Context: an optimization exercise on an open-source flow, tuned for a short achievable clock period and few clock cycles. The choices shown serve that exercise and are no tape-out recipe. In this exercise RTL edits were held to simulation tests only and were not proved equivalent to the original. Power and IR drop assume default switching activity.

`flow/design.v`:
```
package cache_geom_pkg;
    localparam int ADDR_W   = 32;
    localparam int DATA_W   = 32;
    localparam int SEL_W    = DATA_W / 8;
    localparam int OFFSET_W = 2;
    localparam int NUM_SETS = 4;
    localparam int INDEX_W  = 2;
    localparam int NUM_WAYS = 2;
    localparam int TAG_W    = ADDR_W - INDEX_W - OFFSET_W;
    typedef logic [ADDR_W-1:0]  addr_t;
    typedef logic [DATA_W-1:0]  word_t;
    typedef logic [SEL_W-1:0]   sel_t;
    typedef logic [INDEX_W-1:0] index_t;
    typedef logic [TAG_W-1:0]   tag_t;
    typedef logic way_t;
endpackage
package cache_ctrl_pkg;
    typedef enum logic [2:0] {
        ST_IDLE,
        ST_LOOKUP,
        ST_EVICT,
        ST_FILL_REQ,
        ST_FILL_WAIT
    } ctrl_state_e;
    typedef enum logic {
        RAM_READ,
        RAM_WRITE
    } ram_op_e;
endpackage
module cache_top (
    input  logic                    clk,
    input  logic                    rst_i,
    input  logic                    req_valid_i,
    output logic                    req_ready_o,
    input  logic                    req_we_i,
    input  cache_geom_pkg::sel_t    req_sel_i,
    input  cache_geom_pkg::addr_t   req_addr_i,
    input  cache_geom_pkg::word_t   req_wdata_i,
    output logic                    resp_valid_o,
    output cache_geom_pkg::word_t   resp_rdata_o,
    output logic                    ram_req_valid_o,
    input  logic                    ram_req_ready_i,
    output cache_ctrl_pkg::ram_op_e ram_op_o,
    output cache_geom_pkg::addr_t   ram_addr_o,
    output cache_geom_pkg::word_t   ram_wdata_o,
    input  logic                    ram_resp_valid_i,
    input  cache_geom_pkg::word_t   ram_rdata_i
);
    localparam int TAG_W  = cache_geom_pkg::TAG_W;
    localparam int DATA_W = cache_geom_pkg::DATA_W;
    localparam int NL     = cache_geom_pkg::NUM_SETS * cache_geom_pkg::NUM_WAYS;
    localparam int WA_W   = cache_geom_pkg::ADDR_W - cache_geom_pkg::OFFSET_W;
    localparam int RQ     = 8;    
    localparam int RR     = 10;   
    localparam int RR_W   = 4;    
    localparam int ID_W   = 4;    
    localparam int OR_MAX = 12;   
    logic               a_v, s_v;
    logic               a_we, s_we;
    logic [3:0]         a_sel, s_sel;
    logic [WA_W-1:0]    a_wa, s_wa;
    logic [DATA_W-1:0]  a_wd, s_wd;
    logic               go;
    logic               do_miss, do_hit;
    assign req_ready_o = !s_v;
    always_ff @(posedge clk) begin
        if (rst_i) begin
            a_v <= 1'b0;
            s_v <= 1'b0;
        end else begin
            if (!a_v || go) begin
                a_v <= s_v || req_valid_i;
                s_v <= 1'b0;
            end else if (req_valid_i && !s_v) begin
                s_v <= 1'b1;
            end
        end
    end
    logic [NL-1:0]                 valid_q, dirty_q, pend_q;
    logic [NL-1:0][TAG_W-1:0]      tag_q;
    logic [NL-1:0][DATA_W-1:0]     data_q;
    logic [NL-1:0][3:0]            wmask_q;
    logic [NL-1:0][ID_W-1:0]       pid_q;
    logic [cache_geom_pkg::NUM_SETS-1:0] lru_q;
    logic [ID_W-1:0] iss_id_q;    
    logic [ID_W-1:0] fil_id_q;    
    logic [ID_W-1:0] ord_q;       
    logic [1:0]        a_idx;
    logic [TAG_W-1:0]  a_tag;
    logic              a_h0, a_h1;    
    logic              hit0, hit1, hit, way;
    logic [2:0]        line, vline;
    logic              vdirty;
    logic [NL-1:0]     fill_l;
    assign a_idx = a_wa[1:0];
    assign a_tag = a_wa[WA_W-1:2];
    always_comb begin
        for (int l = 0; l < NL; l++) begin
            fill_l[l] = ram_resp_valid_i && pend_q[l] && (pid_q[l] == fil_id_q);
        end
    end
    assign hit0   = a_h0;
    assign hit1   = a_h1;
    assign hit    = hit0 || hit1;
    assign way    = hit ? hit1 : lru_q[a_idx];
    assign line   = {a_idx, way};
    assign vline  = {a_idx, lru_q[a_idx]};
    assign vdirty = valid_q[vline] && dirty_q[vline];
    logic [WA_W-1:0]   n_wa;
    logic [TAG_W-1:0]  n_tag;
    logic [NL-1:0]     n_match;
    logic              n_eq_a;
    logic [NL-1:0]     alloc_l;
    assign n_wa   = s_v ? s_wa : req_addr_i[cache_geom_pkg::ADDR_W-1:cache_geom_pkg::OFFSET_W];
    assign n_tag  = n_wa[WA_W-1:2];
    assign n_eq_a = (a_tag == n_tag);
    always_comb begin
        for (int l = 0; l < NL; l++) begin
            alloc_l[l] = do_miss && (line == l[2:0]);
            n_match[l] = alloc_l[l] ? n_eq_a : (valid_q[l] && (tag_q[l] == n_tag));
        end
    end
    always_ff @(posedge clk) begin
        if (!a_v || go) begin
            a_h0 <= n_match[{n_wa[1:0], 1'b0}];
            a_h1 <= n_match[{n_wa[1:0], 1'b1}];
            if (s_v) begin
                a_we  <= s_we;
                a_sel <= s_sel;
                a_wa  <= s_wa;
                a_wd  <= s_wd;
            end else begin
                a_we  <= req_we_i;
                a_sel <= req_sel_i;
                a_wa  <= req_addr_i[cache_geom_pkg::ADDR_W-1:cache_geom_pkg::OFFSET_W];
                a_wd  <= req_wdata_i;
            end
        end
        if (!s_v) begin
            s_we  <= req_we_i;
            s_sel <= req_sel_i;
            s_wa  <= req_addr_i[cache_geom_pkg::ADDR_W-1:cache_geom_pkg::OFFSET_W];
            s_wd  <= req_wdata_i;
        end
    end
    logic [RQ-1:0]              qv, qw;
    logic [RQ-1:0]              qop;
    logic [RQ-1:0][WA_W-1:0]    qaddr;
    logic [RQ-1:0][DATA_W-1:0]  qdata;
    logic [RQ-1:0][3:0]         qmask;
    logic [RQ-1:0][ID_W-1:0]    qwid;
    logic                       q_out_v;    
    logic                       q_pop;
    assign q_pop = q_out_v && ram_req_ready_i;
    assign ram_req_valid_o = q_out_v;
    assign ram_op_o        = cache_ctrl_pkg::ram_op_e'(qop[0]);
    assign ram_addr_o      = {qaddr[0], {cache_geom_pkg::OFFSET_W{1'b0}}};
    assign ram_wdata_o     = qdata[0];
    logic [RR-1:0]              ev, ew;
    logic [RR-1:0][ID_W-1:0]    ewid;
    logic [RR-1:0][3:0]         emask;
    logic [RR-1:0][DATA_W-1:0]  edata;
    logic [RR-1:0]        hp, tp;      
    logic [RR_W:0]        ecnt;
    logic                       resp_valid_q;
    logic [DATA_W-1:0]          resp_rdata_q;
    assign resp_valid_o = resp_valid_q;
    assign resp_rdata_o = resp_rdata_q;
    logic              ok_q;
    logic              e_pop;
    logic [RR_W:0]     ecnt_n;
    logic [ID_W-1:0]   ord_n;
    assign go     = a_v && ok_q;
    assign ecnt_n = (go == e_pop) ? ecnt : (go ? ecnt + 1'b1 : ecnt - 1'b1);
    assign ord_n  = ord_q + (do_miss ? 1'b1 : 1'b0) - (ram_resp_valid_i ? 1'b1 : 1'b0);
    function automatic logic [DATA_W-1:0] merge(input logic [3:0] keep,
                                                input logic [DATA_W-1:0] kept,
                                                input logic [DATA_W-1:0] fresh);
        for (int b = 0; b < 4; b++) begin
            merge[8*b +: 8] = keep[b] ? kept[8*b +: 8] : fresh[8*b +: 8];
        end
    endfunction
    assign do_miss = go && !hit;
    assign do_hit  = go && hit;
    always_ff @(posedge clk) begin
        if (rst_i) begin
            valid_q  <= '0;
            dirty_q  <= '0;
            pend_q   <= '0;
            lru_q    <= '0;
            iss_id_q <= '0;
            fil_id_q <= '0;
            ord_q    <= '0;
        end else begin
            ord_q <= ord_n;
            if (ram_resp_valid_i) fil_id_q <= fil_id_q + 1'b1;
            if (do_miss) iss_id_q <= iss_id_q + 1'b1;
            if (go) lru_q[a_idx] <= !way;
            for (int l = 0; l < NL; l++) begin
                if (go && line == l[2:0]) begin
                    if (!hit) begin
                        valid_q[l] <= 1'b1;
                        dirty_q[l] <= a_we;
                        pend_q[l]  <= 1'b1;
                    end else begin
                        if (a_we) dirty_q[l] <= 1'b1;
                        if (fill_l[l]) pend_q[l] <= 1'b0;
                    end
                end else if (fill_l[l]) begin
                    pend_q[l] <= 1'b0;
                end
            end
        end
    end
    always_ff @(posedge clk) begin
        for (int l = 0; l < NL; l++) begin
            if (go && line == l[2:0]) begin
                if (!hit) begin
                    tag_q[l]   <= a_tag;
                    pid_q[l]   <= iss_id_q;
                    wmask_q[l] <= a_we ? a_sel : 4'b0;
                end else if (fill_l[l]) begin
                    wmask_q[l] <= 4'b0;
                end else if (a_we && pend_q[l]) begin
                    wmask_q[l] <= wmask_q[l] | a_sel;
                end
            end else if (fill_l[l]) begin
                wmask_q[l] <= 4'b0;
            end
            for (int b = 0; b < 4; b++) begin
                if (go && line == l[2:0] && a_we && a_sel[b]) begin
                    data_q[l][8*b +: 8] <= a_wd[8*b +: 8];
                end else if (fill_l[l] && !wmask_q[l][b] && !(do_miss && line == l[2:0])) begin
                    data_q[l][8*b +: 8] <= ram_rdata_i[8*b +: 8];
                end
            end
        end
    end
    logic                push1, push2;
    logic                e1_op, e1_w;
    logic [WA_W-1:0]     e1_addr, e2_addr;
    logic [DATA_W-1:0]   e1_data;
    logic [RQ:0]         sv;        
    logic [RQ-1:0]       s_w, s_op, s_fill;
    logic [RQ-1:0][WA_W-1:0]   s_addr;
    logic [RQ-1:0][DATA_W-1:0] s_data;
    logic [RQ-1:0][3:0]        s_mask;
    logic [RQ-1:0][ID_W-1:0]   s_wid;
    logic [RQ-1:0]       nqv, nqw;
    assign push1   = do_miss;
    assign push2   = do_miss && vdirty;
    assign e2_addr = a_wa;
    assign e1_op   = vdirty;
    assign e1_addr = vdirty ? {tag_q[vline], a_idx} : a_wa;
    assign e1_data = fill_l[vline] ? merge(wmask_q[vline], data_q[vline], ram_rdata_i) : data_q[vline];
    assign e1_w    = vdirty && pend_q[vline] && !fill_l[vline];
    always_comb begin
        for (int i = 0; i < RQ; i++) begin
            if (q_pop) begin
                sv[i]     = (i + 1 < RQ) ? qv[(i + 1) % RQ] : 1'b0;
                s_w[i]    = qw[(i + 1) % RQ];
                s_op[i]   = qop[(i + 1) % RQ];
                s_addr[i] = qaddr[(i + 1) % RQ];
                s_data[i] = qdata[(i + 1) % RQ];
                s_mask[i] = qmask[(i + 1) % RQ];
                s_wid[i]  = qwid[(i + 1) % RQ];
            end else begin
                sv[i]     = qv[i];
                s_w[i]    = qw[i];
                s_op[i]   = qop[i];
                s_addr[i] = qaddr[i];
                s_data[i] = qdata[i];
                s_mask[i] = qmask[i];
                s_wid[i]  = qwid[i];
            end
            s_fill[i] = s_w[i] && ram_resp_valid_i && (s_wid[i] == fil_id_q);
        end
        sv[RQ] = 1'b0;
    end
    logic [RQ-1:0] slot1, slot2;
    always_comb begin
        for (int i = 0; i < RQ; i++) begin
            slot1[i] = !sv[i] && ((i == 0) ? 1'b1 : sv[(i + RQ - 1) % RQ]);
            slot2[i] = (i == 0) ? 1'b0 : slot1[(i + RQ - 1) % RQ];
            nqv[i]   = sv[i] || (slot1[i] && push1) || (slot2[i] && push2);
            if (sv[i]) begin
                nqw[i] = s_w[i] && !s_fill[i];
            end else if (slot1[i]) begin
                nqw[i] = e1_w;
            end else begin
                nqw[i] = 1'b0;
            end
        end
    end
    always_ff @(posedge clk) begin
        if (rst_i) begin
            qv      <= '0;
            q_out_v <= 1'b0;
            ok_q    <= 1'b1;
        end else begin
            ok_q    <= (e_pop || (go ? (ecnt < RR - 1) : (ecnt != RR))) &&
                       !nqv[RQ-2] &&
                       (ram_resp_valid_i || (do_miss ? (ord_q < OR_MAX - 1) : (ord_q < OR_MAX)));
            qv      <= nqv;
            q_out_v <= nqv[0] && !nqw[0];
        end
    end
    always_ff @(posedge clk) begin
        qw <= nqw;
        for (int i = 0; i < RQ; i++) begin
            if (sv[i]) begin
                qop[i]   <= s_op[i];
                qaddr[i] <= s_addr[i];
                qdata[i] <= s_fill[i] ? merge(s_mask[i], s_data[i], ram_rdata_i) : s_data[i];
                qmask[i] <= s_mask[i];
                qwid[i]  <= s_wid[i];
            end else if (slot1[i]) begin
                qop[i]   <= e1_op;
                qaddr[i] <= e1_addr;
                qdata[i] <= e1_data;
                qmask[i] <= wmask_q[vline];
                qwid[i]  <= pid_q[vline];
            end else begin
                qop[i]   <= 1'b0;
                qaddr[i] <= e2_addr;
                qdata[i] <= e1_data;
                qmask[i] <= wmask_q[vline];
                qwid[i]  <= pid_q[vline];
            end
        end
    end
    logic              h_ready, h_fill;
    logic [DATA_W-1:0] n_data;
    logic              n_wait;
    logic [3:0]        n_mask;
    logic [ID_W-1:0]   n_wid;
    logic [RR-1:0]     e_fill;
    logic [DATA_W-1:0] h_data;
    logic [3:0]        h_mask;
    always_comb begin
        h_fill  = 1'b0;
        h_ready = 1'b0;
        h_data  = '0;
        h_mask  = '0;
        for (int i = 0; i < RR; i++) begin
            e_fill[i] = ew[i] && ram_resp_valid_i && (ewid[i] == fil_id_q);
            if (hp[i]) begin
                h_fill  = h_fill | e_fill[i];
                h_ready = h_ready | (ev[i] && (!ew[i] || e_fill[i]));
                h_data  = h_data | edata[i];
                h_mask  = h_mask | emask[i];
            end
        end
    end
    assign e_pop = h_ready;
    always_comb begin
        n_data = data_q[line];
        n_mask = wmask_q[line];
        n_wid  = pid_q[line];
        n_wait = 1'b0;
        if (!hit) begin
            n_wid  = iss_id_q;
            n_mask = 4'b0;
            n_wait = !a_we;
        end else if (pend_q[line]) begin
            if (fill_l[line]) begin
                n_data = merge(wmask_q[line], data_q[line], ram_rdata_i);
            end else begin
                n_wait = !a_we;
            end
        end
    end
    always_ff @(posedge clk) begin
        if (rst_i) begin
            ev           <= '0;
            hp           <= RR'(1);
            tp           <= RR'(1);
            ecnt         <= '0;
            resp_valid_q <= 1'b0;
        end else begin
            resp_valid_q <= e_pop;
            ev <= (ev & ~(e_pop ? hp : '0)) | (go ? tp : '0);
            if (e_pop) hp <= {hp[RR-2:0], hp[RR-1]};
            if (go)    tp <= {tp[RR-2:0], tp[RR-1]};
            ecnt <= ecnt_n;
        end
    end
    always_ff @(posedge clk) begin
        for (int i = 0; i < RR; i++) begin
            if (go && tp[i]) begin
                ew[i]    <= n_wait;
                ewid[i]  <= n_wid;
                emask[i] <= n_mask;
                edata[i] <= n_data;
            end else if (e_fill[i]) begin
                ew[i]    <= 1'b0;
                edata[i] <= merge(emask[i], edata[i], ram_rdata_i);
            end
        end
        if (e_pop) begin
            resp_rdata_q <= h_fill ? merge(h_mask, h_data, ram_rdata_i) : h_data;
        end
    end
endmodule
```
`flow/run.sh`:
```
#!/bin/bash
# synth_recipe.tcl (not shown) runs the flow's synth.tcl, then flattens the netlist and writes it again
# the make line also repeats each setting of config.mk as NAME=value (left out here)
make -C /OpenROAD-flow-scripts/flow DESIGN_CONFIG=/design/flow/config.mk WORK_HOME=/design/flow/orfs CLKGATE_MAP_FILE= SYNTH_SCRIPT=/design/flow/synth_recipe.tcl finish
```
`flow/config.mk`:
```
export PLATFORM = sky130hd
export DESIGN_NAME = cache_top
export DESIGN_NICKNAME = cache_top
export VERILOG_FILES = /design/flow/design.v
export SDC_FILE = /design/flow/constraint.sdc
export NUM_CORES = 4
export LEC_CHECK = 0
export ABC_CLOCK_PERIOD_IN_PS = 2500
export CAP_MARGIN = 20
export CORE_MARGIN = 2
export CORE_UTILIZATION = 40
export SETUP_SLACK_MARGIN = 3.8
export SLEW_MARGIN = 20
```
`flow/constraint.sdc`:
```
create_clock -name core_clock -period 6.5 [get_ports {clk}]
set_input_delay 1.3000 -clock core_clock [delete_from_list [all_inputs] [get_ports {clk}]]
set_output_delay 1.3000 -clock core_clock [all_outputs]
set_load 0.01 [all_outputs]
```
==> summary.md, run 1 <==
| Metric | Value |
|---|---|
| Status | `no timing/DRC/antenna violations` |
| IO Port Bufs | `approximately 200` |
| CP required | `between 7 and 8 ns` |
| Die area | `roughly 230000 sq um` |
| FF/Latch Area | `48880 sq um` |
| Initial antenna violation count | `16` |
| Worst R2R Path Depth | `13` |
| RR Startpoint | `a_wa[1]` |
| WL met1 | `137800 um` |
| Wire length on met3 | `50800 um` |
| Routability Congestion | `0.9531` |
| Maxcap violations | `0` |
| Synth Cell Area | `slightly below 90000 sq um` |
| Setup TNS | `0 ns` |
| Vias in the first global route | `roughly 70000` |
| Ys async rst share | `0` |
| GRT overflow | `0` |
| CP max stage delay | `approximately 0.43 ns` |
| Dominant synthesized flop cell | `edfxtp_1` |
| Root buf cell | `clkbuf_16` |
| IO Pins | `between 200 and 250` |
| P&R area growth vs syn | `35.97%` |
| Final worst path period need | `roughly 3.4 ns` |
| Final Slew Violations | `0` |
| CP max-delay cell | `edfxtp_1` |
| Row count | `172` |
| Final setup vio count | `0` |
| Final Cell Area | `120700 sq um` |
| Critical path arrival | `approximately 4.0 ns` |
| Mean area per synthesized cell | `around 12 sq um` |
| Longest Clk Path Bufs | `3` |
| DRC | `0` |
| Gr usage total | `0.3146` |
| Number of synthesized flops with an enable pin | `around 1300` |
| Wire length on met2 | `between 150000 and 200000 um` |
| RSZ-0062 raised after global routing | `true` |
| End of the worst hold path | `s_wd[14]` |
| Cell Pwr Density | `roughly 250 nW/um^2` |
| CP startpoint kind | `flop` |
| Via density | `6.525` |
| CTS H-Tree Depth | `4` |
| Starting Density | `0.4034` |
| Hold WS | `around 0.47 ns` |
| Slew at the pin closest to its max-slew limit | `between 1 and 1.5 ns` |
| Pin count of the biggest net entering global routing | `80` |
| First-pass GRT wire length | `between 500000 and 600000 um` |
| Final hold viol count | `0` |
| Area taken by multi-input logic gates | `about 45000 sq um` |
| Worst R2R End | `edata[292]` |
| CTS tree | `done` |
| Commonest non-fill, non-tap cell in the layout | `edfxtp_1` |
| Total number of vias | `between 70000 and 80000` |
| Fraction of layout cells with a size suffix above 1 | `0.3926` |
| Num Clock Sinks | `between 1500 and 2000` |
| Post-DP Area | `between 90000 and 100000 sq um` |
| Critical path class | `reg -> reg` |
| Flops & latches, synth | `roughly 1800` |
| TritonCTS buffer count | `~200` |
| Slew headroom | `0.1772` |
| Hold-fix buffers at CTS | `0` |
| Clock Skew | `around 0.071 ns` |
| Filler cell count | `approximately 18000` |
| Sequential share of the synthesized area | `0.5495` |
| Core box area | `220200 sq um` |
| Worst-path clk slew | `around 0.060 ns` |
| Max Used Layer | `met5` |
| Worst-path maximum fanout | `5` |
| Setup WS pre-CTS | `1.150 ns` |
| Flop2flop setup slack | `3.12 ns` |
| Crit. End Element | `flop` |
| Hold Crit Class | `reg -> reg` |
| Setup ws final | `3.116 ns` |
| Worst-Skew Late Latency | `~0.90 ns` |
| HPWL Detailed | `around 200000 um` |
| Commonest cells after routing, fill and taps aside | `edfxtp_1 (1303), nand2_1 (863), buf_4 (486), dfxtp_1 (457), mux2_2 (316)` |
| Post-Route WL | `roughly 380000 um` |
| CP top delay family | `compound AO/OA/AOI/OAI gates` |
| Fin nets | `about 8400` |
| Pleak | `around 0.043 uW` |
| Number of DRC markers in iteration 0 | `between 10000 and 15000` |
| Number of synthesis warnings | `1` |
| HP Start | `s_wd[14]` |
| Maximum clock frequency | `between 200 and 300 MHz` |
| Worst Path Buf+Inv | `6` |
| TritonRoute pass-1 iters | `10` |
| Final period util | `0.5206` |
| Worst path cell trace | `buf_6, mux2_4, a21oi_4, nor2_4, buf_6, a221o_1, o32a_4, buf_12, buf_12, buf_8, o31ai_4, clkbuf_16, o2bb2ai_2` |
| Die W | `about 480 um` |
| Hold Path Depth | `1` |
| Detail Route Antenna Nets | `0` |
| Syn Inst Count | `roughly 7500` |
| Library cells used by synthesis | `~100` |
| Die Ht | `between 400 and 500 um` |
| Drt wl/cell | `33.01 um` |
| VDD IR-drop max | `a little under 0.3 mV` |
| Share of the core filled with cells | `0.5485` |
-- synthesized netlist by cell type (23+ instances only) --
master | count | area [sq um]
nand2_1 | 1079 | 4050
o31ai_4 | 25 | 531.8
o2111ai_1 | 23 | 201.4
edfxtp_1 | 1303 | 39130
a221o_1 | 126 | 1261
buf_1 | 65 | 244.0
a21oi_1 | 249 | 1246
and3_1 | 44 | 275.3
clkbuf_1 | 427 | 1603
o211ai_1 | 69 | 518.0
buf_4 | 82 | 615.6
o21ai_4 | 27 | 439.2
nand3_1 | 220 | 1101
mux2i_2 | 27 | 371.6
o21ai_1 | 29 | 145.1
a22oi_1 | 152 | 1141
a22o_1 | 74 | 648.1
xnor2_1 | 223 | 1953
inv_1 | 105 | 394.1
nor2_1 | 364 | 1366
a221oi_1 | 44 | 385.4
nor3_1 | 44 | 220.2
buf_2 | 81 | 405.4
nor4_1 | 53 | 331.6
xor2_1 | 118 | 1033
mux2_2 | 358 | 4031
o31ai_1 | 26 | 195.2
o21ai_0 | 182 | 910.9
dfxtp_1 | 483 | 9669
o221a_2 | 191 | 2151
o2bb2ai_1 | 220 | 1927
o32ai_1 | 32 | 280.3
mux2_1 | 60 | 675.7
nand4_1 | 192 | 1201
a32o_1 | 24 | 240.2
mux2i_1 | 140 | 1401
mux4_2 | 135 | 3040
-- registers in the layout (all words and copies together), names as in the netlist, 40 cells and up --
register and flops:
emask 40, data_q 256, qaddr 240, qdata 256, edata 320, tag_q 224, ewid 40
-- per-layer routing --
metal  global-route usage  vias to the layer above
met2               0.4648                     5703
met4               0.1828                       14
met3              0.09348                     1417
met1               0.4092                    37060
met5                    0                        -
li1                     -                    30570
-- what timing repair did --
action / in CTS / in global routing
pin swaps: 440 / 271
endpoints found under the setup margin: 2399 / 1865
gates resized for setup: 1739 / 582
buffers inserted: 629 / 149
hold endpoints to repair: 0 / 0
gates cloned: 117 / 38
-- worst max-delay path by stage --
stage                     from          to  slack [ns]  depth (start not counted)
6_report               a_wa[1]  edata[292]        3.12                         13
5_1_grt                a_wa[1]   edata[36]        3.10                         13
4_1_cts                a_wa[1]  edata[144]        3.28                         11
3_5_place_dp   ram_req_ready_i   qaddr[82]        1.15                          8
3_3_place_gp   ram_req_ready_i   qaddr[81]        1.21                          8
2_1_floorplan  ram_req_ready_i  qdata[235]        3.10                         10
-- area by class of cell --
type	instances	share of cell area
timing repair buffer	1251	0.1316
tap	2958	0.03065
antenna	7	0.0001451
clock inverter	92	0.007969
timing repair inverter	3	0.0001969
sequential	1786	0.4048
inverter	122	0.004362
clock buffer	279	0.04585
multi-input combinational	4960	0.3744
-- power by group --
part           internal, uW  switching (uW)
logic                  2420            3040
registers             12900             469
clock network          6400            5010
-- cell families after synthesis --
kind of cell | count (synthesis) | share of synthesized area
AO/OA/AOI/OAI | 1710 | 0.1602
XOR/XNOR | 341 | 0.03363
adder cells (fa/ha/maj) | 17 | 0.002564
buffers and inverters | 793 | 0.03966
flip-flops | 1786 | 0.5495
multiplexers | 728 | 0.1089
other | 1 | 0.00004223
AND/OR/NAND/NOR | 2106 | 0.1056
-- worst reg2reg max path, stage by stage (launching register included) --
cell and delay, ns:
edfxtp_1 0.43, buf_6 0.17, mux2_4 0.38, a21oi_4 0.24, nor2_4 0.06, buf_6 0.13
a221o_1 0.41, o32a_4 0.28, buf_12 0.18, buf_12 0.14, buf_8 0.12, o31ai_4 0.30
clkbuf_16 0.23, o2bb2ai_2 0.06
-- through the flow --
step	std cells	power (uW)
global route	11460	30860
floorplan	7483	15830
CTS	11260	29570
global placement	10150	17060
finish	11460	30200
detailed placement	10150	17140
Testbench counts, summed over its fixed seeds: cycles 24,252.
==> run 2, diff against run 1 <==
--- a/flow/config.mk
+++ b/flow/config.mk
@@ -6,8 +6,8 @@
 export NUM_CORES = 4
 export LEC_CHECK = 0
 export ABC_CLOCK_PERIOD_IN_PS = 2500
-export CAP_MARGIN = 20
+export CAP_MARGIN = 30
 export CORE_MARGIN = 2
 export CORE_UTILIZATION = 40
 export SETUP_SLACK_MARGIN = 3.8
-export SLEW_MARGIN = 20
+export SLEW_MARGIN = 30
==> summary.md, run 2 <==
| Metric | Value |
|---|---|
| Pin count of the biggest net entering global routing | `80 (unchanged)` |
| Area leader, netlist | `edfxtp_1` |
| RR Startpoint | `a_h1` |
| Core box area | `220200 sq um (unchanged)` |
| FF/Latch Area | `48880 sq um (about the same)` |
| Share of the core filled with cells | `0.5259 (-0.02252)` |
| Worst R2R Path Depth | `11 (-2)` |
| Area contributors post-synth | `edfxtp_1 (44%), dfxtp_1 (11%), nand2_1 (4.6%)` |
| Syn Inst Count | `7482 (unchanged)` |
| Initial antenna violation count | `10 (-6)` |
| Die W | `475.2 um (unchanged)` |
| Switching Fraction | `0.2768 (-0.005054)` |
| Final period util | `0.5157 (-0.004942)` |
| Number of synthesis warnings | `1 (unchanged)` |
| Layout check failures | `capacitance limit, slew limit` |
| Fin nets | `8257 (-2.2%)` |
| IO Pins | `206 (unchanged)` |
| Worst-Skew Late Latency | `0.89 ns (about the same)` |
| Mean area per synthesized cell | `11.87 sq um (unchanged)` |
| Critical path arrival | `4.09 ns (+0.09 ns)` |
| Hold Crit Class | `reg -> reg` |
| CTS tree | `done` |
| Drt wl/cell | `32.03 um (-3.0%)` |
| End of the worst hold path | `qdata[229]` |
| Worst path cell trace | `buf_8, clkinvlp_4, o21ai_4, buf_12, buf_12, mux2i_1, mux4_2, nand2_8, buf_6, o21ai_4, a22o_1` |
| Hold WS | `0.4675 ns (-0.003189 ns)` |
| Synth top area share | `0.4406 (unchanged)` |
| Vias in the first global route | `69770 (-2.1%)` |
| CP max-delay cell | `mux4_2` |
| Hold Path Depth | `2 (+1)` |
| Library cells used by synthesis | `104 (unchanged)` |
| Root buf cell | `clkbuf_16` |
| First-pass GRT wire length | `499900 um (-3.1%)` |
| Synth Cell Area | `88810 sq um (unchanged)` |
| Worst-path clk slew | `0.06 ns (about the same)` |
| Die area | `225800 sq um (unchanged)` |
| RSZ-0062 raised after global routing | `true` |
| Final worst path period need | `3.352 ns (-0.03212 ns)` |
| Slew at the pin closest to its max-slew limit | `1.532 ns (+0.3058 ns)` |
| Status | `finished with violations` |
| Largest Register | `edata` |
| Num Clock Sinks | `1786 (unchanged)` |
| Ys async rst share | `0 (unchanged)` |
| Sequential share of the synthesized area | `0.5495 (unchanged)` |
| Total number of vias | `72830 (-2.6%)` |
| Final Slew Violations | `19 (+19)` |
| Final hold viol count | `0 (unchanged)` |
| CP top delay family | `buffers and inverters` |
| Cell Pwr Density | `256.7 nW/um^2 (+2.6%)` |
| HPWL Detailed | `204900 um (about the same)` |
| Commonest non-fill, non-tap cell in the layout | `edfxtp_1` |
| Post-Route WL | `361000 um (-4.6%)` |
| DRC | `0 (unchanged)` |
| Row count | `172 (unchanged)` |
| P&R area growth vs syn | `30.38%` |
| Clock share of power | `0.384 (+0.006)` |
| GRT overflow | `0 (unchanged)` |
| Maximum clock frequency | `298.3 MHz (+0.96%)` |
| Longest Clk Path Bufs | `3 (unchanged)` |
| CP max stage delay | `0.53 ns (+0.10 ns)` |
| TritonRoute pass-1 iters | `9 (-1)` |
| CP startpoint kind | `flop` |
| Commonest cells after routing, fill and taps aside | `edfxtp_1 (1303), nand2_1 (915), buf_4 (459), dfxtp_1 (457), mux2_2 (346)` |
| Via density | `6.462 (-0.96%)` |
| Starting Density | `0.4034 (unchanged)` |
| CTS H-Tree Depth | `4 (unchanged)` |
| Slew headroom | `-0.02117 (-0.1984)` |
| Routability Congestion | `0.9531 (unchanged)` |
| Critical path class | `reg -> reg` |
| Setup TNS | `0 ns (unchanged)` |
| Pleak | `0.04091 uW (-4.1%)` |
| Flop pwr share | `0.449 (+0.007)` |
| Post-synth top cells | `edfxtp_1 (1303), nand2_1 (1079), dfxtp_1 (483)` |
| Gr usage total | `0.3035 (-0.01109)` |
| Crit. End Element | `flop` |
| P_sw | `8229 uW (-3.3%)` |
| Clock Skew | `0.07139 ns (+0.00001910 ns)` |
| Number of synthesized flops with an enable pin | `1303 (unchanged)` |
| HP Start | `qdata[229]` |
| Largest register FFs | `320 (unchanged)` |
| Dominant synthesized flop cell | `edfxtp_1` |
| Flops & latches, synth | `1786 (unchanged)` |
| TritonCTS buffer count | `194 (-1.0%)` |
| Die Ht | `475.2 um (unchanged)` |
| Maxcap violations | `1 (+1)` |
| Flop2flop setup slack | `3.15 ns (+0.03 ns)` |
| VDD IR-drop max | `0.2904 mV (-0.70%)` |
| Worst R2R End | `edata[112]` |
| Worst-path maximum fanout | `20 (+15)` |
| Fraction of layout cells with a size suffix above 1 | `0.3578 (-0.03478)` |
| Combinational power share | `0.167 (-0.014)` |
| Worst Path Buf+Inv | `5 (-1)` |
| Area taken by multi-input logic gates | `43160 sq um (-4.5%)` |
| Top-count cell post-synth | `edfxtp_1` |
| CP required | `7.24 ns (+0.12 ns)` |
| IO Port Bufs | `201 (unchanged)` |
| Final setup vio count | `0 (unchanged)` |
| Filler cell count | `18220 (+4.1%)` |
| Number of DRC markers in iteration 0 | `11000 (-1.2%)` |
| Largest regs | `edata x320, data_q x256, qdata x256` |
| Detail Route Antenna Nets | `0 (unchanged)` |
| Internal | `21500 uW (-0.88%)` |
==> run 2: changes by cell type in the layout (fill, tap and decap cells not counted), moves of 27 or more <==
| cell | before | now |
|---|---|---|
| mux2_2 | 316 | 346 |
| buf_4 | 486 | 459 |
| nor2_2 | 50 | 17 |
| o221a_2 | 136 | 185 |
| nand2_8 | 63 | 36 |
| nor2_4 | 85 | 33 |
| buf_12 | 257 | 200 |
| mux2_4 | 107 | 78 |
| buf_6 | 185 | 127 |
| o221a_4 | 55 | 6 |
| nand2_1 | 863 | 915 |
| nor2_1 | 233 | 322 |
| nand2_2 | 102 | 68 |
==> run 2: kinds of logic after synthesis <==
kind of cell             share of synthesized area
AND/OR/NAND/NOR                             0.1056
flip-flops                                  0.5495
AO/OA/AOI/OAI                               0.1602
buffers and inverters                      0.03966
multiplexers                                0.1089
XOR/XNOR                                   0.03363
adder cells (fa/ha/maj)                   0.002564
other                                   0.00004223
==> run 2: timing repair <==
item / 4_1_cts / 5_1_grt
gates cloned: 88 / 33
endpoints found under the hold margin: 0 / 0
setup endpoints to repair: 2428 / 1683
resized for setup: 1299 / 442
buffers inserted: 540 / 85
hold buffers: 0 / 0
pin swaps: 225 / 182
==> run 2: final cells by class <==
class,count,share of cell area
inverters,122,0.004592
diodes,7,0.0001513
flip-flops and latches,1786,0.4221
clock buffers,261,0.04616
clock inverters,105,0.009498
well taps,2958,0.03196
multi-input cells,4950,0.3727
repair inverters,2,0.0001405
repair buffers,1078,0.1126
==> run 2: layer usage <==
metal  up-vias  part of all wire  GRT usage
met3      1111              0.13    0.08082
met4        12             0.060     0.1584
met2      5220              0.44     0.4593
met5         -           0.00019          0
met1     36340              0.38     0.3984
li1      30140                 -          -
==> run 2: how the worst max path moves through the flow <==
stage                    start          to  cells after the start
2_1_floorplan  ram_req_ready_i  qdata[235]                     10
3_3_place_gp   ram_req_ready_i   qaddr[81]                      8
3_5_place_dp   ram_req_ready_i   qaddr[81]                      8
4_1_cts                a_wa[1]  edata[304]                      9
5_1_grt                   a_h1    edata[1]                     12
6_report                  a_h1  edata[112]                     11
==> run 2: tightest hold or removal path: cells and delay by family (launching register included) <==
family,cells,cell delay [ns]
AOI/OAI and AO/OA,1,0.05
DFF,1,0.32
and+or+nand+nor,1,0.06
==> run 2: power groups by stage <==
stage / clock network [uW] / logic, uW / registers, uW
after detailed placement: 0 / 3600 / 13600
after global routing: 11900 / 5160 / 13400
after floorplan: 0 / 2510 / 13300
after global placement: 0 / 3530 / 13500
after CTS: 11400 / 4580 / 13300
final: 11400 / 4970 / 13300
==> run 2: metrics by stage <==
step | worst slack [ns] | cells | power (uW) | instance area (sq um)
floorplan | 3.096 | 7483 | 15830 | 90770
global placement | 1.210 | 10150 | 17060 | 94350
detailed placement | 1.129 | 10150 | 17150 | 94560
CTS | 3.311 | 11140 | 29330 | 112400
global route | 3.099 | 11270 | 30440 | 115800
finish | 3.148 | 11270 | 29730 | 115800
==> run 3, diff against run 2 <==
--- a/flow/design.v
+++ b/flow/design.v
@@ -88,6 +88,8 @@
     logic [1:0]        a_idx;
     logic [TAG_W-1:0]  a_tag;
     logic              a_h0, a_h1;    
+    logic              a_vway, a_vdirty;
+    logic [TAG_W-1:0]  a_vtag;
     logic              hit0, hit1, hit, way;
     logic [2:0]        line, vline;
     logic              vdirty;
@@ -102,15 +104,17 @@
     assign hit0   = a_h0;
     assign hit1   = a_h1;
     assign hit    = hit0 || hit1;
-    assign way    = hit ? hit1 : lru_q[a_idx];
+    assign way    = hit ? hit1 : a_vway;
     assign line   = {a_idx, way};
-    assign vline  = {a_idx, lru_q[a_idx]};
-    assign vdirty = valid_q[vline] && dirty_q[vline];
+    assign vline  = {a_idx, a_vway};
+    assign vdirty = a_vdirty;
     logic [WA_W-1:0]   n_wa;
     logic [TAG_W-1:0]  n_tag;
     logic [NL-1:0]     n_match;
     logic              n_eq_a;
     logic [NL-1:0]     alloc_l;
+    logic              n_vway;
+    logic [2:0]        n_vline;
     assign n_wa   = s_v ? s_wa : req_addr_i[cache_geom_pkg::ADDR_W-1:cache_geom_pkg::OFFSET_W];
     assign n_tag  = n_wa[WA_W-1:2];
     assign n_eq_a = (a_tag == n_tag);
@@ -120,10 +124,15 @@
             n_match[l] = alloc_l[l] ? n_eq_a : (valid_q[l] && (tag_q[l] == n_tag));
         end
     end
+    assign n_vway  = (go && a_idx == n_wa[1:0]) ? !way : lru_q[n_wa[1:0]];
+    assign n_vline = {n_wa[1:0], n_vway};
     always_ff @(posedge clk) begin
         if (!a_v || go) begin
             a_h0 <= n_match[{n_wa[1:0], 1'b0}];
             a_h1 <= n_match[{n_wa[1:0], 1'b1}];
+            a_vway   <= n_vway;
+            a_vtag   <= tag_q[n_vline];
+            a_vdirty <= valid_q[n_vline] && dirty_q[n_vline];
             if (s_v) begin
                 a_we  <= s_we;
                 a_sel <= s_sel;
@@ -251,7 +260,7 @@
     assign push2   = do_miss && vdirty;
     assign e2_addr = a_wa;
     assign e1_op   = vdirty;
-    assign e1_addr = vdirty ? {tag_q[vline], a_idx} : a_wa;
+    assign e1_addr = vdirty ? {a_vtag, a_idx} : a_wa;
     assign e1_data = fill_l[vline] ? merge(wmask_q[vline], data_q[vline], ram_rdata_i) : data_q[vline];
     assign e1_w    = vdirty && pend_q[vline] && !fill_l[vline];
     always_comb begin
@@ -353,20 +362,36 @@
         end
     end
     assign e_pop = h_ready;
+    logic              c_v, c_hit, c_we;
+    logic [RR-1:0]     c_tp;
+    logic [2:0]        c_line;
+    logic [ID_W-1:0]   c_wid;
+    always_ff @(posedge clk) begin
+        if (rst_i) begin
+            c_v <= 1'b0;
+        end else begin
+            c_v <= go;
+        end
+        c_hit  <= hit;
+        c_we   <= a_we;
+        c_tp   <= tp;
+        c_line <= line;
+        c_wid  <= iss_id_q;
+    end
     always_comb begin
-        n_data = data_q[line];
-        n_mask = wmask_q[line];
-        n_wid  = pid_q[line];
+        n_data = data_q[c_line];
+        n_mask = wmask_q[c_line];
+        n_wid  = pid_q[c_line];
         n_wait = 1'b0;
-        if (!hit) begin
-            n_wid  = iss_id_q;
+        if (!c_hit) begin
+            n_wid  = c_wid;
             n_mask = 4'b0;
-            n_wait = !a_we;
-        end else if (pend_q[line]) begin
-            if (fill_l[line]) begin
-                n_data = merge(wmask_q[line], data_q[line], ram_rdata_i);
+            n_wait = !c_we;
+        end else if (pend_q[c_line]) begin
+            if (fill_l[c_line]) begin
+                n_data = merge(wmask_q[c_line], data_q[c_line], ram_rdata_i);
             end else begin
-                n_wait = !a_we;
+                n_wait = !c_we;
             end
         end
     end
@@ -379,7 +404,7 @@
             resp_valid_q <= 1'b0;
         end else begin
             resp_valid_q <= e_pop;
-            ev <= (ev & ~(e_pop ? hp : '0)) | (go ? tp : '0);
+            ev <= (ev & ~(e_pop ? hp : '0)) | (c_v ? c_tp : '0);
             if (e_pop) hp <= {hp[RR-2:0], hp[RR-1]};
             if (go)    tp <= {tp[RR-2:0], tp[RR-1]};
             ecnt <= ecnt_n;
@@ -387,7 +412,7 @@
     end
     always_ff @(posedge clk) begin
         for (int i = 0; i < RR; i++) begin
-            if (go && tp[i]) begin
+            if (c_v && c_tp[i]) begin
                 ew[i]    <= n_wait;
                 ewid[i]  <= n_wid;
                 emask[i] <= n_mask;
==> summary.md, run 3 <==
| Metric | Value |
|---|---|
| Status | `no timing/DRC/antenna violations` |
| Final hold viol count | `0 (unchanged)` |
| CTS tree | `done` |
| CP max stage delay | `0.49 ns (-0.04 ns)` |
| Wire length on met2 | `147700 um (-6.5%)` |
| Routability Congestion | `0.9327 (-2.1%)` |
| Post-Route WL | `321900 um (-11%)` |
| Sequential share of the synthesized area | `0.5536 (+0.004123)` |
| HPWL Detailed | `195200 um (-4.7%)` |
| Flops & latches, synth | `1836 (+2.8%)` |
| Largest regs | `edata x320, data_q x256, qdata x256` |
| Slew at the pin closest to its max-slew limit | `1.092 ns (-0.4397 ns)` |
| Pleak | `0.03909 uW (-4.4%)` |
| Via density | `6.144 (-4.9%)` |
| Row count | `174 (+1.2%)` |
| Root buf cell | `clkbuf_16` |
| Die Ht | `479.6 um (+0.94%)` |
| TritonRoute pass-1 iters | `9 (unchanged)` |
| Commonest cells after routing, fill and taps aside | `edfxtp_1 (1333), nand2_1 (1002), mux2_2 (505), dfxtp_1 (471), nor2_1 (420)` |
| Dominant synthesized flop cell | `edfxtp_1` |
| Mean area per synthesized cell | `11.92 sq um (+0.44%)` |
| Number of synthesized flops with an enable pin | `1333 (+2.3%)` |
| Starting Density | `0.4024 (-0.0009858)` |
| IO Port Bufs | `201 (unchanged)` |
| CP required | `7.09 ns (-0.15 ns)` |
| Num Clock Sinks | `1836 (+2.8%)` |
| Vias in the first global route | `66600 (-4.5%)` |
| Initial antenna violation count | `10 (unchanged)` |
| Fin nets | `8116 (-1.7%)` |
| Hold Crit Class | `reg -> reg` |
| Area leader, netlist | `edfxtp_1` |
| IO Pins | `206 (unchanged)` |
| GRT overflow | `0 (unchanged)` |
| Number of synthesis warnings | `1 (unchanged)` |
| P&R area growth vs syn | `23.51%` |
| Worst-path maximum fanout | `6 (-70%)` |
| RSZ-0062 raised after global routing | `true` |
| Worst-Skew Late Latency | `0.86 ns (-0.03 ns)` |
| Wire length on met3 | `30460 um (-33%)` |
| Longest Clk Path Bufs | `3 (unchanged)` |
| Final worst path period need | `3.230 ns (-0.1221 ns)` |
| Fraction of layout cells with a size suffix above 1 | `0.3179 (-0.03988)` |
| Drt wl/cell | `28.85 um (-9.9%)` |
| TritonCTS buffer count | `195 (+0.52%)` |
| Final setup vio count | `0 (unchanged)` |
| Detail Route Antenna Nets | `0 (unchanged)` |
| Final period util | `0.4969 (-0.01878)` |
| Ys async rst share | `0 (unchanged)` |
| Clock Skew | `0.05539 ns (-0.01600 ns)` |
| Top-count cell post-synth | `edfxtp_1` |
| Gr usage total | `0.2694 (-0.03405)` |
| First-pass GRT wire length | `460500 um (-7.9%)` |
| Slew headroom | `0.2720 (+0.2931)` |
| Dpl cells | `10350 (+2.0%)` |
| WL met1 | `126800 um (-6.5%)` |
| Final cell count without fillers | `11160 (-0.99%)` |
| Core box area | `224900 sq um (+2.2%)` |
| Maxcap violations | `0 (-1)` |
| Die W | `479.6 um (+0.94%)` |
| VDD IR-drop max | `0.3177 mV (+9.4%)` |
| Post-synth top cells | `edfxtp_1 (1333), nand2_1 (1084), mux2_2 (543)` |
| Largest register FFs | `320 (unchanged)` |
| Final Slew Violations | `0 (-19)` |
| DRC | `0 (unchanged)` |
| Number of DRC markers in iteration 0 | `9061 (-18%)` |
| Largest Register | `edata` |
| CP startpoint kind | `input port` |
| Maximum clock frequency | `309.6 MHz (+3.8%)` |
| Synth top area share | `0.4423 (+0.001731)` |
| Max Used Layer | `met5` |
| Die area | `230100 sq um (+1.9%)` |
| Worst-path clk slew | `0.06 ns (about the same)` |
| Crit. End Element | `flop` |
| Synth Cell Area | `90500 sq um (+1.9%)` |
| Worst path cell trace | `clkdlybuf4s50_1, mux2i_4, buf_12, xor2_1, nand4_1, o41ai_2, o22ai_1, a2111oi_4` |
| Commonest non-fill, non-tap cell in the layout | `edfxtp_1` |
| Pin count of the biggest net entering global routing | `105 (+31%)` |
| CP top delay family | `compound AO/OA/AOI/OAI gates` |
| Critical path arrival | `3.82 ns (-0.27 ns)` |
| Setup TNS | `0 ns (unchanged)` |
| Total number of vias | `68550 (-5.9%)` |
| CP max-delay cell | `o41ai_2` |
| CTS H-Tree Depth | `4 (unchanged)` |
| Cell Pwr Density | `272.4 nW/um^2 (+6.1%)` |
| Library cells used by synthesis | `83 (-20%)` |
| Syn Inst Count | `7591 (+1.5%)` |
| Critical path class | `in -> reg` |
| Area contributors post-synth | `edfxtp_1 (44%), dfxtp_1 (11%), mux2_2 (6.8%)` |
| Worst Path Buf+Inv | `2 (-3)` |
run 3: final cells by class:
class                      count  area (sq um)
fill                       19340        113100
sequential                  1836         50180
multi-input combinational   5025         41560
timing repair buffer         788          9111
clock buffer                 294          5763
tap                         2992          3744
clock inverter                73         696.9
inverter                     140         601.8
timing repair inverter         7         106.4
antenna                        2         5.005
run 3: routing by layer:
layer,track usage,up-vias
li1,-,29390
met1,0.3549,34550
met2,0.4242,3856
met3,0.05489,752
met4,0.1298,8
met5,0,-
run 3: final timing paths:
kind,startpoint,end,slack [ns],cells past startpoint
max,req_addr_i[16],a_h1,3.27,8
min,tp[8],c_tp[8],0.36,0
max reg2reg,s_v,a_h1,3.41,11
min reg2reg,tp[8],c_tp[8],0.36,0
run 3: repair_timing:
action	CTS	global route
gates resized for setup	957	257
hold buffers	0	0
buffers inserted	306	75
endpoints found under the setup margin	2184	1432
cloned	50	9
pin swaps	156	236
run 3: through the flow:
| stage | cell area (sq um) | util | power [uW] | hold WS (ns) | setup WS, ns |
|---|---|---|---|---|---|
| 2_1_floorplan | 92540 | - | 16910 | 0.3462 | 3.118 |
| 3_3_place_gp | 96370 | 0.4285 | 18260 | 0.3565 | 1.471 |
| 3_5_place_dp | 96580 | 0.4295 | 18370 | 0.3566 | 1.422 |
| 4_1_cts | 109500 | 0.4869 | 30150 | 0.3621 | 3.423 |
| 5_1_grt | 111800 | 0.4970 | 31340 | 0.3739 | 3.315 |
| 6_report | 111800 | 0.4970 | 30450 | 0.3597 | 3.270 |
run 3: power breakdown:
part	total, uW	switching [uW]	internal, uW	leakage, uW
logic	5050	2880	2170	0.0191
registers	14000	559	13500	0.0168
clock network	11400	4860	6520	0.00319
total	30400	8300	22100	0.0391
run 3: cell families (layout without fill, tap and decap cells):
kind of cell / count (synthesis) / in the layout / share of synthesized area
compound gates: 1383 / 1383 / 0.1050
xor+xnor: 345 / 345 / 0.03354
fa+ha+maj: 17 / 17 / 0.002516
buf+inv: 751 / 1302 / 0.03627
flops: 1836 / 1836 / 0.5536
mux: 1075 / 1075 / 0.1562
other cells: 1 / 4 / 0.00004144
simple gates: 2183 / 2203 / 0.1128
Testbench counts of run 3, summed over its fixed seeds: cycles 24,252.
==> run 4, diff against run 3 <==
--- a/flow/design.v
+++ b/flow/design.v
@@ -55,25 +55,20 @@
     localparam int RR_W   = 4;    
     localparam int ID_W   = 4;    
     localparam int OR_MAX = 12;   
-    logic               a_v, s_v;
-    logic               a_we, s_we;
-    logic [3:0]         a_sel, s_sel;
-    logic [WA_W-1:0]    a_wa, s_wa;
-    logic [DATA_W-1:0]  a_wd, s_wd;
+    logic               a_v;
+    logic               a_we;
+    logic [3:0]         a_sel;
+    logic [WA_W-1:0]    a_wa;
+    logic [DATA_W-1:0]  a_wd;
     logic               go;
+    logic               ok_q;
     logic               do_miss, do_hit;
-    assign req_ready_o = !s_v;
+    assign req_ready_o = !a_v || ok_q;
     always_ff @(posedge clk) begin
         if (rst_i) begin
             a_v <= 1'b0;
-            s_v <= 1'b0;
-        end else begin
-            if (!a_v || go) begin
-                a_v <= s_v || req_valid_i;
-                s_v <= 1'b0;
-            end else if (req_valid_i && !s_v) begin
-                s_v <= 1'b1;
-            end
+        end else if (!a_v || go) begin
+            a_v <= req_valid_i;
         end
     end
     logic [NL-1:0]                 valid_q, dirty_q, pend_q;
@@ -115,7 +110,7 @@
     logic [NL-1:0]     alloc_l;
     logic              n_vway;
     logic [2:0]        n_vline;
-    assign n_wa   = s_v ? s_wa : req_addr_i[cache_geom_pkg::ADDR_W-1:cache_geom_pkg::OFFSET_W];
+    assign n_wa   = req_addr_i[cache_geom_pkg::ADDR_W-1:cache_geom_pkg::OFFSET_W];
     assign n_tag  = n_wa[WA_W-1:2];
     assign n_eq_a = (a_tag == n_tag);
     always_comb begin
@@ -133,23 +128,10 @@
             a_vway   <= n_vway;
             a_vtag   <= tag_q[n_vline];
             a_vdirty <= valid_q[n_vline] && dirty_q[n_vline];
-            if (s_v) begin
-                a_we  <= s_we;
-                a_sel <= s_sel;
-                a_wa  <= s_wa;
-                a_wd  <= s_wd;
-            end else begin
-                a_we  <= req_we_i;
-                a_sel <= req_sel_i;
-                a_wa  <= req_addr_i[cache_geom_pkg::ADDR_W-1:cache_geom_pkg::OFFSET_W];
-                a_wd  <= req_wdata_i;
-            end
-        end
-        if (!s_v) begin
-            s_we  <= req_we_i;
-            s_sel <= req_sel_i;
-            s_wa  <= req_addr_i[cache_geom_pkg::ADDR_W-1:cache_geom_pkg::OFFSET_W];
-            s_wd  <= req_wdata_i;
+            a_we  <= req_we_i;
+            a_sel <= req_sel_i;
+            a_wa  <= n_wa;
+            a_wd  <= req_wdata_i;
         end
     end
     logic [RQ-1:0]              qv, qw;
@@ -175,7 +157,6 @@
     logic [DATA_W-1:0]          resp_rdata_q;
     assign resp_valid_o = resp_valid_q;
     assign resp_rdata_o = resp_rdata_q;
-    logic              ok_q;
     logic              e_pop;
     logic [RR_W:0]     ecnt_n;
     logic [ID_W-1:0]   ord_n;
--- a/flow/config.mk
+++ b/flow/config.mk
@@ -6,8 +6,9 @@
 export NUM_CORES = 4
 export LEC_CHECK = 0
 export ABC_CLOCK_PERIOD_IN_PS = 2500
-export CAP_MARGIN = 30
+export CAP_MARGIN = 20
 export CORE_MARGIN = 2
 export CORE_UTILIZATION = 40
 export SETUP_SLACK_MARGIN = 3.8
-export SLEW_MARGIN = 30
+export SLEW_MARGIN = 20
+export TNS_END_PERCENT = 30
==> summary.md, run 4 <==
| Metric | Value |
|---|---|
| Worst R2R End | `qdata[172]` |
| CP startpoint kind | `flop` |
| Die Ht | `473.6 um (-1.3%)` |
| Setup WS pre-CTS | `1.118 ns (-0.3041 ns)` |
| Fin nets | `7883 (-2.9%)` |
| Final Cell Area | `107400 sq um (-3.9%)` |
| Flops & latches, synth | `1768 (-3.7%)` |
| Area contributors post-synth | `edfxtp_1 (45%), dfxtp_1 (9.9%), mux4_2 (5.7%)` |
| TritonRoute pass-1 iters | `13 (+4)` |
| Vias in the first global route | `66190 (-0.61%)` |
| Routability Congestion | `0.9514 (+2.0%)` |
| Via density | `6.429 (+4.6%)` |
| Synth Area in Adders | `0.002582 (+0.00006572)` |
| Cell Pwr Density | `267.0 nW/um^2 (-2.0%)` |
| Setup TNS | `0 ns (unchanged)` |
| CP required | `7.28 ns (+0.19 ns)` |
| Core box area | `219500 sq um (-2.4%)` |
| Initial antenna violation count | `29 (+19)` |
| Syn Inst Count | `7596 (+0.066%)` |
| Crit. End Element | `flop` |
| Number of DRC markers in iteration 0 | `10720 (+18%)` |
| Row count | `172 (-1.1%)` |
| CP max-delay cell | `mux4_4` |
| HPWL Detailed | `193200 um (-1.1%)` |
| Critical path arrival | `3.92 ns (+0.10 ns)` |
| Status | `no timing/DRC/antenna violations` |
| Post-synth top cells | `edfxtp_1 (1333), a21oi_1 (987), nand2_1 (771)` |
| Ys async rst share | `0 (unchanged)` |
| Largest family of logic cells by synthesized area | `compound AO/OA/AOI/OAI gates` |
| Maximum clock frequency | `317.9 MHz (+2.7%)` |
| Post-Route WL | `335500 um (+4.2%)` |
| Dominant synthesized flop cell | `edfxtp_1` |
| P&R area growth vs syn | `21.82%` |
| Hold-fix buffers at CTS | `0 (unchanged)` |
| Longest Clk Path Bufs | `3 (unchanged)` |
| Largest Register | `edata` |
| Worst-Skew Late Latency | `0.89 ns (+0.03 ns)` |
| Gr usage total | `0.2865 (+0.01701)` |
| Clock Skew | `0.05733 ns (+0.001940 ns)` |
| Post-Synth Simple-Gate Area | `0.08063 (-0.03222)` |
| GRT overflow | `0 (unchanged)` |
| CP max stage delay | `0.77 ns (+0.28 ns)` |
| Slew at the pin closest to its max-slew limit | `1.219 ns (+0.1273 ns)` |
| End of the worst hold path | `c_tp[6]` |
| Synth Area in XOR/XNOR | `0.03575 (+0.002210)` |
| RSZ-0062 raised after global routing | `true` |
| Synth Cell Area | `88190 sq um (-2.5%)` |
| Num Clock Sinks | `1768 (-3.7%)` |
| Pin count of the biggest net entering global routing | `142 (+35%)` |
| Final Slew Violations | `0 (unchanged)` |
| Slew headroom | `0.1871 (-0.08487)` |
| Sequential share of the synthesized area | `0.5526 (-0.0009765)` |
| Top-count cell post-synth | `edfxtp_1` |
| Hold Crit Class | `reg -> reg` |
| Total number of vias | `69480 (+1.4%)` |
| Worst path cell trace | `buf_12, buf_12, buf_16, nand4_1, o32ai_4, mux4_4, buf_12, and2_4, a22oi_2, o221a_2` |
| Die W | `473.6 um (-1.3%)` |
| Hold WS | `0.3557 ns (-0.003957 ns)` |
| Commonest cells after routing, fill and taps aside | `edfxtp_1 (1333), a21oi_1 (755), nand2_1 (696), dfxtp_1 (422), nor2_1 (420)` |
| Flop2flop setup slack | `3.35 ns (-0.06 ns)` |
| Largest register FFs | `320 (unchanged)` |
| Worst R2R Path Depth | `10 (-1)` |
| Final worst path period need | `3.146 ns (-0.08411 ns)` |
| Mean area per synthesized cell | `11.61 sq um (-2.6%)` |
| Mux cell area share after synthesis | `0.1272 (-0.02907)` |
| Synth top area share | `0.4539 (+0.01155)` |
| Drt wl/cell | `31.04 um (+7.6%)` |
| Largest regs | `edata x320, data_q x256, qdata x256` |
| Share of the core filled with cells | `0.4894 (-0.007535)` |
| Worst-path maximum fanout | `7 (+1)` |
| TritonCTS buffer count | `191 (-2.1%)` |
| IO Pins | `206 (unchanged)` |
| Final hold viol count | `0 (unchanged)` |
| Commonest non-fill, non-tap cell in the layout | `edfxtp_1` |
| Area leader, netlist | `edfxtp_1` |
| RR Startpoint | `a_vway` |
| Final period util | `0.4840 (-0.01294)` |
| DRC | `0 (unchanged)` |
| Maxcap violations | `0 (unchanged)` |
| Pleak | `0.03687 uW (-5.7%)` |
| VDD IR-drop max | `0.3123 mV (-1.7%)` |
| First-pass GRT wire length | `471300 um (+2.3%)` |
| Cell mode on critical path | `buf_12` |
| HP Start | `tp[6]` |
| CP top delay family | `multiplexers` |
| Number of synthesis warnings | `1 (unchanged)` |
| Number of synthesized flops with an enable pin | `1333 (unchanged)` |
| Post-DP Area | `93030 sq um (-3.7%)` |
| Fraction of layout cells with a size suffix above 1 | `0.2812 (-0.03666)` |
| Root buf cell | `clkbuf_16` |
| Detail Route Antenna Nets | `0 (unchanged)` |
| Die area | `224300 sq um (-2.5%)` |
| Worst Path Buf+Inv | `4 (+2)` |
| Starting Density | `0.4018 (-0.0006264)` |
| IO Port Bufs | `201 (unchanged)` |
| Synth Area in Compound Gates | `0.1609 (+0.05593)` |
| Hold Path Depth | `0 (unchanged)` |
| Critical path class | `reg -> reg` |
| Final setup vio count | `0 (unchanged)` |
| CTS tree | `done` |
| CTS H-Tree Depth | `4 (unchanged)` |
| Setup ws final | `3.354 ns (+0.08411 ns)` |
| Library cells used by synthesis | `79 (-4.8%)` |
| Worst-path clk slew | `0.06 ns (about the same)` |
-- run 4: per-stage QoR --
step	power, uW	std cells
floorplan	16000	7597
global placement	17170	10070
detailed placement	17270	10070
CTS	28560	10740
global route	29460	10800
finish	28690	10810
-- run 4: final cells by class --
cell class	count	area (sq um)
repair buffers	686	7968
fillers	19120	112100
well taps	2871	3592
inverters	59	276.5
flip-flops and latches	1768	48780
diodes	15	37.54
multi-input cells	5054	40620
clock buffers	248	5165
clock inverters	107	1005
-- run 4: cells by family (layout without fill, tap and decap cells) --
kind of cell | after synthesis | after routing
AOI/OAI and AO/OA | 2194 | 2194
DFF | 1768 | 1768
and+or+nand+nor | 1626 | 1677
buffers and inverters | 831 | 1100
muxes | 799 | 804
xor gates and xnor gates | 360 | 360
adders and majority gates | 17 | 17
other | 1 | 17
-- run 4: power breakdown --
group          internal (uW)  switching, uW
registers              12900            524
clock network           6040           4900
logic                   1830           2530
total                  20700           7950
-- run 4: how the worst max path moves through the flow --
stage | start | endpoint | slack (ns) | cells past startpoint
after floorplan | ram_resp_valid_i | resp_rdata_q[24] | 2.97 | 10
after global placement | ram_req_ready_i | qdata[127] | 1.27 | 9
after detailed placement | ram_req_ready_i | qdata[103] | 1.12 | 8
after CTS | a_vway | data_q[208] | 3.38 | 8
after global routing | a_vway | qdata[200] | 3.34 | 11
final | a_vway | qdata[172] | 3.35 | 10
-- run 4: per-layer routing --
layer / track usage / up-vias / share of wire / routed length, um
met5: 0 / - / 0.00022 / 75
met4: 0.1363 / 12 / 0.053 / 17800
met1: 0.3826 / 34670 / 0.39 / 129200
met2: 0.4377 / 4544 / 0.44 / 149000
li1: - / 29410 / - / -
met3: 0.06890 / 848 / 0.12 / 39420
-- run 4: timing repair --
| action | in CTS | in global routing |
|---|---|---|
| gates resized for setup | 869 | 280 |
| setup endpoints to repair | 2383 | 1881 |
| pin swaps | 113 | 59 |
| buffers inserted | 213 | 38 |
| gates cloned | 100 | 16 |
Testbench counts of run 4, summed over its fixed seeds: cycles 24,252.

[static timing again, ports no longer ideal]
How much do the figures lean on ideal ports? The routed layouts below were timed once more, with nothing changed but the port constraints. Step 1 assumes that a clkbuf_16 drives the clock port and a buf_2 every other input. Step 2, shift: input delay + t, output delay - t, t = (earliest + latest rising clock arrival at the registers) / 2. This alone moves slack from input paths to output paths. a / b / c = no drivers / after step 1 / after step 2; a / b = the first two.
run | t (ns) | setup slack, ns | worst setup path at the end | clock arrival spread, ns | cell pins on the clock port's net
run 1 | 0.959 | 3.116 / 3.116 / 2.403 | input to register | 0.072 / 0.073 | 1
run 2 | 0.942 | 3.148 / 3.148 / 2.472 | input to register | 0.074 / 0.074 | 1
run 3 | 0.924 | 3.270 / 3.285 / 2.360 | input to register | 0.055 / 0.055 | 1
run 4 | 0.956 | 3.354 / 3.222 / 2.267 | input to register | 0.064 / 0.063 | 1
The setup slack of run 4, which loses most, moves by -0.132 ns with the drivers and by -1.087 ns with both steps.
